This is an optimization exercise on Yosys and OpenROAD, whose aim is small area, not a production implementation.
Function was checked by simulation only, so behaviour that the tests miss may differ from the original.
Power and IR drop assume default switching activity.

==> module fmap_stream_reader, before the edit <==
module fmap_stream_reader #(
  parameter int unsigned DATA_W      = DEF_DATA_W,
  parameter int unsigned FMAP_W      = DEF_FMAP_W,
  parameter int unsigned FMAP_H      = DEF_FMAP_H,
  parameter int unsigned TIMEOUT_CYC = DEF_TIMEOUT_CYC
) (
  input  logic                                   clk,
  input  logic                                   rst,
  input  logic                                   frame_req,
  input  logic                                   pool_en,
  output logic                                   eng_rst,
  output logic                                   eng_start,
  input  logic                                   eng_done,
  input  logic [FMAP_W*FMAP_H*DATA_W-1:0]        fmap,
  output logic                                   m_valid,
  input  logic                                   m_ready,
  output logic signed [DATA_W-1:0]               m_data,
  output logic [POS_W-1:0]                       m_row,
  output logic [POS_W-1:0]                       m_col,
  output logic                                   m_last,
  output logic                                   busy,
  output logic                                   err,
  output logic [15:0]                            frame_cnt
);
  localparam int unsigned WW = FMAP_W / 2;
  localparam int unsigned WH = FMAP_H / 2;
  logic                     s_rst;
  logic                     s_start;
  logic                     s_wait;
  logic                     s_strm;
  logic                     pool_q;
  logic [11:0]              tcnt;
  logic                     tc_fb;
  logic                     tc_hit;
  logic                     v_q;
  logic signed [DATA_W-1:0] d_q;
  logic [POS_W-1:0]         r_q;
  logic [POS_W-1:0]         c_q;
  logic                     l_q;
  logic                     xfer;
  logic                     done_frame;
  logic                     load;
  logic [POS_W-1:0]         row;
  logic [POS_W-1:0]         col;
  logic [POS_W-1:0]         row_last;
  logic [POS_W-1:0]         col_last;
  logic [POS_W-1:0]         wr;
  logic [POS_W-1:0]         wc;
  logic [WH*WW-1:0]         wsel;
  logic signed [DATA_W-1:0] q00, q01, q10, q11;
  logic signed [DATA_W-1:0] m0, m1, beat_val;
  function automatic logic [15:0] inc16(input logic [15:0] x);
    for (int i = 0; i < 16; i++) inc16[i] = x[i] ^ (&(x | ~((16'd1 << i) - 16'd1)));
  endfunction
  assign tc_fb      = tcnt[11] ^ tcnt[5] ^ tcnt[3] ^ tcnt[0] ^ (tcnt[10:0] == 11'd0);
  assign tc_hit     = (tcnt == 12'h800);
  assign row_last   = pool_q ? POS_W'(WH - 1) : POS_W'(FMAP_H - 1);
  assign col_last   = pool_q ? POS_W'(WW - 1) : POS_W'(FMAP_W - 1);
  assign l_q        = (row == row_last + 1'b1);
  assign xfer       = v_q & m_ready;
  assign done_frame = xfer & l_q;
  assign load       = s_strm & (!v_q | (m_ready & !l_q));
  always_comb begin
    if (col == '0) begin
      r_q = row - 1'b1;
      c_q = col_last;
    end else begin
      r_q = row;
      c_q = col - 1'b1;
    end
  end
  always_comb begin
    wr = pool_q ? row : (row >> 1);
    wc = pool_q ? col : (col >> 1);
    for (int i = 0; i < WH; i++)
      for (int j = 0; j < WW; j++)
        wsel[i*WW+j] = (wr == POS_W'(i)) && (wc == POS_W'(j));
  end
  always_comb begin
    q00 = '0;
    q01 = '0;
    q10 = '0;
    q11 = '0;
    for (int i = 0; i < WH; i++)
      for (int j = 0; j < WW; j++) begin
        q00 = q00 | ({DATA_W{wsel[i*WW+j]}} & fmap[DATA_W*((2*i)*FMAP_W + 2*j)     +: DATA_W]);
        q01 = q01 | ({DATA_W{wsel[i*WW+j]}} & fmap[DATA_W*((2*i)*FMAP_W + 2*j + 1) +: DATA_W]);
        q10 = q10 | ({DATA_W{wsel[i*WW+j]}} & fmap[DATA_W*((2*i+1)*FMAP_W + 2*j)   +: DATA_W]);
        q11 = q11 | ({DATA_W{wsel[i*WW+j]}} & fmap[DATA_W*((2*i+1)*FMAP_W + 2*j+1) +: DATA_W]);
      end
  end
  max2_sel #(.DATA_W(DATA_W)) u_m0 (.a(q00), .b(q01), .pool(pool_q), .pick(!col[0]), .y(m0));
  max2_sel #(.DATA_W(DATA_W)) u_m1 (.a(q10), .b(q11), .pool(pool_q), .pick(!col[0]), .y(m1));
  max2_sel #(.DATA_W(DATA_W)) u_m2 (.a(m0),  .b(m1),  .pool(pool_q), .pick(!row[0]), .y(beat_val));
  always_ff @(posedge clk or posedge rst) begin
    if (rst) begin
      s_rst     <= 1'b0;
      s_start   <= 1'b0;
      s_wait    <= 1'b0;
      s_strm    <= 1'b0;
      err       <= 1'b0;
      v_q       <= 1'b0;
      frame_cnt <= '0;
    end else begin
      s_rst   <= !busy & frame_req;
      s_start <= s_rst;
      s_wait  <= s_start | (s_wait & !eng_done & !tc_hit);
      s_strm  <= (s_wait & eng_done) | (s_strm & !done_frame);
      if (!busy && frame_req)               err <= 1'b0;
      else if (s_wait && !eng_done && tc_hit) err <= 1'b1;
      if (done_frame) begin
        v_q       <= 1'b0;
        frame_cnt <= inc16(frame_cnt);
      end else if (load) begin
        v_q <= 1'b1;
      end
    end
  end
  always_ff @(posedge clk) begin
    if (!busy && frame_req) pool_q <= pool_en;
  end
  always_ff @(posedge clk) begin
    if (s_start)     tcnt <= '0;
    else if (s_wait) tcnt <= {tcnt[10:0], tc_fb};
  end
  always_ff @(posedge clk) begin
    if (load) d_q <= beat_val;
  end
  always_ff @(posedge clk) begin
    if (s_start) begin
      row <= '0;
      col <= '0;
    end else if (load) begin
      if (col == col_last) begin
        row <= row + 1'b1;
        col <= '0;
      end else begin
        col <= col + 1'b1;
      end
    end
  end
  assign eng_rst   = s_rst;
  assign eng_start = s_start;
  assign busy      = s_rst | s_start | s_wait | s_strm;
  assign m_valid = v_q;
  assign m_data  = d_q;
  assign m_row   = r_q;
  assign m_col   = c_q;
  assign m_last  = l_q;
endmodule
clock: 10.0 ns
lec_check: 0
cap_margin: 20
core_area: 5 5 235 235
cts_buf_list: sky130_fd_sc_hd__clkbuf_4 sky130_fd_sc_hd__clkbuf_8
die_area: 0 0 240 240
place_density: 0.8
slew_margin: 20
standard.sh (not shown) runs the stock make flow with config.mk's settings and CLKGATE_MAP_FILE= SYNTH_SCRIPT=/design/flow/synth_recipe.tcl, a recipe that flattens the netlist after the stock synthesis.
==> flow/flow/run.sh <==
#!/bin/bash
# Standard layout with three changes:
#  - synthesis maps the logic with this flow's area-oriented ABC script
#    (flow/abc.script) and without the half/full-adder extraction; the rest of
#    the synthesis script (synth_recipe.tcl) is unchanged, so the registers are
#    the standard synthesis's;
#  - the ports are buffered with the smallest buffer cell;
#  - pins may sit one routing track apart, so that they fit on a smaller die.
set -euo pipefail
W=$PWD
export MY_ABC_SCRIPT=$W/flow/abc.script
cat flow/abc_override.tcl synth_recipe.tcl > $W/flow_synth.tcl
bash standard.sh SYNTH_SCRIPT=$W/flow_synth.tcl ADDER_MAP_FILE= \
  "BUFFER_PORTS_ARGS=-buffer_cell sky130_fd_sc_hd__buf_1" \
  "PLACE_PINS_ARGS=-min_distance 1 -min_distance_in_tracks" finish > standard_flow.log 2>&1
==> flow/flow/abc.script <==
strash
dch
amap
strash
dch
amap
strash
dch
amap
topo
buffer -c
upsize -c -D 7000
dnsize -c -D 7000
==> flow/flow/abc_override.tcl <==
# Technology mapping with this flow's own ABC script (MY_ABC_SCRIPT) in place
# of ORFS's; everything else in the synthesis is the standard one.
proc abc {args} {
  set i [lsearch -exact $args -script]
  if {$i >= 0 && [info exists ::env(MY_ABC_SCRIPT)]} {
    lset args [expr {$i + 1}] $::env(MY_ABC_SCRIPT)
  }
  yosys abc {*}$args
}
The first run completed with no timing, DRC or antenna violations.
Edit:
--- a/flow/design.v
+++ b/flow/design.v
@@ -136,13 +136,19 @@
         q10 = q10 | ({DATA_W{wsel[i*WW+j]}} & fmap[DATA_W*((2*i+1)*FMAP_W + 2*j)   +: DATA_W]);
         q11 = q11 | ({DATA_W{wsel[i*WW+j]}} & fmap[DATA_W*((2*i+1)*FMAP_W + 2*j+1) +: DATA_W]);
       end
   end
   max2_sel #(.DATA_W(DATA_W)) u_m0 (.a(q00), .b(q01), .pool(pool_q), .pick(!col[0]), .y(m0));
   max2_sel #(.DATA_W(DATA_W)) u_m1 (.a(q10), .b(q11), .pool(pool_q), .pick(!col[0]), .y(m1));
-  max2_sel #(.DATA_W(DATA_W)) u_m2 (.a(m0),  .b(m1),  .pool(pool_q), .pick(!row[0]), .y(beat_val));
+  logic                     gt2;
+  logic                     sel2;
+  assign gt2 = m0 > m1;
+  assign sel2 = pool_q ? gt2 : !row[0];
+  assign beat_val = ({DATA_W{load &  sel2}} & m0)
+                  | ({DATA_W{load & !sel2}} & m1)
+                  | ({DATA_W{!load}}        & d_q);
   always_ff @(posedge clk or posedge rst) begin
     if (rst) begin
       s_rst     <= 1'b0;
       s_start   <= 1'b0;
       s_wait    <= 1'b0;
       s_strm    <= 1'b0;
@@ -169,13 +175,13 @@
   end
   always_ff @(posedge clk) begin
     if (s_start)     tcnt <= '0;
     else if (s_wait) tcnt <= {tcnt[10:0], tc_fb};
   end
   always_ff @(posedge clk) begin
-    if (load) d_q <= beat_val;
+    d_q <= beat_val;
   end
   always_ff @(posedge clk) begin
     if (s_start) begin
       row <= '0;
       col <= '0;
     end else if (load) begin
Effect: The new run went through all stages and came out clean. Clock skew goes up by 3.5 ps. Worst setup slack got worse by 370 ps. Wire length goes up by about 8%. Non-clock buffer count goes up by 6. Final cell count goes up by about 1.3%. Cell area hardly moves. Area after synthesis goes down by 1.4%. Total power goes down by about 6%. Sequential share of layout area goes down by 2.1 points. Via count goes up by about 5%.


Starting RTL as in the previous note.
clock: 10.0 ns
lec_check: 0
cap_margin: 20
core_area: 5 5 235 235
cts_buf_list: sky130_fd_sc_hd__clkbuf_4 sky130_fd_sc_hd__clkbuf_8
die_area: 0 0 240 240
slew_margin: 20
Scripts as last shown in full above: flow/flow/run.sh, flow/flow/abc.script, flow/flow/abc_override.tcl
The first run went through all stages and came out clean.
Then changed:
--- a/flow/design.v
+++ b/flow/design.v
@@ -140,5 +140,11 @@
   max2_sel #(.DATA_W(DATA_W)) u_m0 (.a(q00), .b(q01), .pool(pool_q), .pick(!col[0]), .y(m0));
   max2_sel #(.DATA_W(DATA_W)) u_m1 (.a(q10), .b(q11), .pool(pool_q), .pick(!col[0]), .y(m1));
-  max2_sel #(.DATA_W(DATA_W)) u_m2 (.a(m0),  .b(m1),  .pool(pool_q), .pick(!row[0]), .y(beat_val));
+  logic                     gt2;
+  logic                     sel2;
+  assign gt2 = m0 > m1;
+  assign sel2 = pool_q ? gt2 : !row[0];
+  assign beat_val = ({DATA_W{load &  sel2}} & m0)
+                  | ({DATA_W{load & !sel2}} & m1)
+                  | ({DATA_W{!load}}        & d_q);
   always_ff @(posedge clk or posedge rst) begin
     if (rst) begin
@@ -173,5 +179,5 @@
   end
   always_ff @(posedge clk) begin
-    if (load) d_q <= beat_val;
+    d_q <= beat_val;
   end
   always_ff @(posedge clk) begin
Outcome:
- combinational power fell by about 4.3%
- first-iteration DRC count rose by about 22%
- clock-buffer cell count is unchanged
- non-clock buffer count rose by 17
- via count rose by 3.3%
- synthesized cell count rose by 1.4%
- final area rose by 0.35%
- sequential share of layout area fell by 2.1 points
- total power fell by about 6%
- worst hold slack stays flat
- final cell count rose by 1.0%
- utilization rose by 0.10 points
- wire length rose by 7.9%
- setup slack gets worse by 0.14 ns

==> what the ideal ports hide <==
The results above use ideal ports. As a check the final layouts listed here were re-extracted and re-timed, cells and wires unchanged.
Step 1 assumes that a clkbuf_16 drives the clock port and a buf_2 every other input.
Step 2, shift: input delay + t, output delay - t, t = (earliest + latest rising clock arrival at the registers) / 2. This alone moves slack from input paths to output paths.
Slacks: ideal ports / drivers / drivers and shift; pairs: ideal ports / drivers.
run | shift t [ns] | slack for setup (ns) | worst setup path at the end | worst register clock-pin slew, ns | cell pins on the clock port's net
the first run of note 1 | 0.383 | 0.910 / 0.910 / 0.750 | input to register | 0.10 / 0.10 | 1
the second run of note 1 | 0.391 | 0.542 / 0.542 / 0.542 | register to register | 0.09 / 0.09 | 1
the first run of note 2 | 0.365 | 0.799 / 0.799 / 0.613 | input to register | 0.09 / 0.09 | 1
the second run of note 2 | 0.380 | 0.660 / 0.660 / 0.656 | input to register | 0.09 / 0.09 | 1
After both steps setup and hold are still met in every run listed. The setup slack of the first run of note 2, which loses most, moves by 0.000 ns with the drivers and by -0.186 ns with both steps.
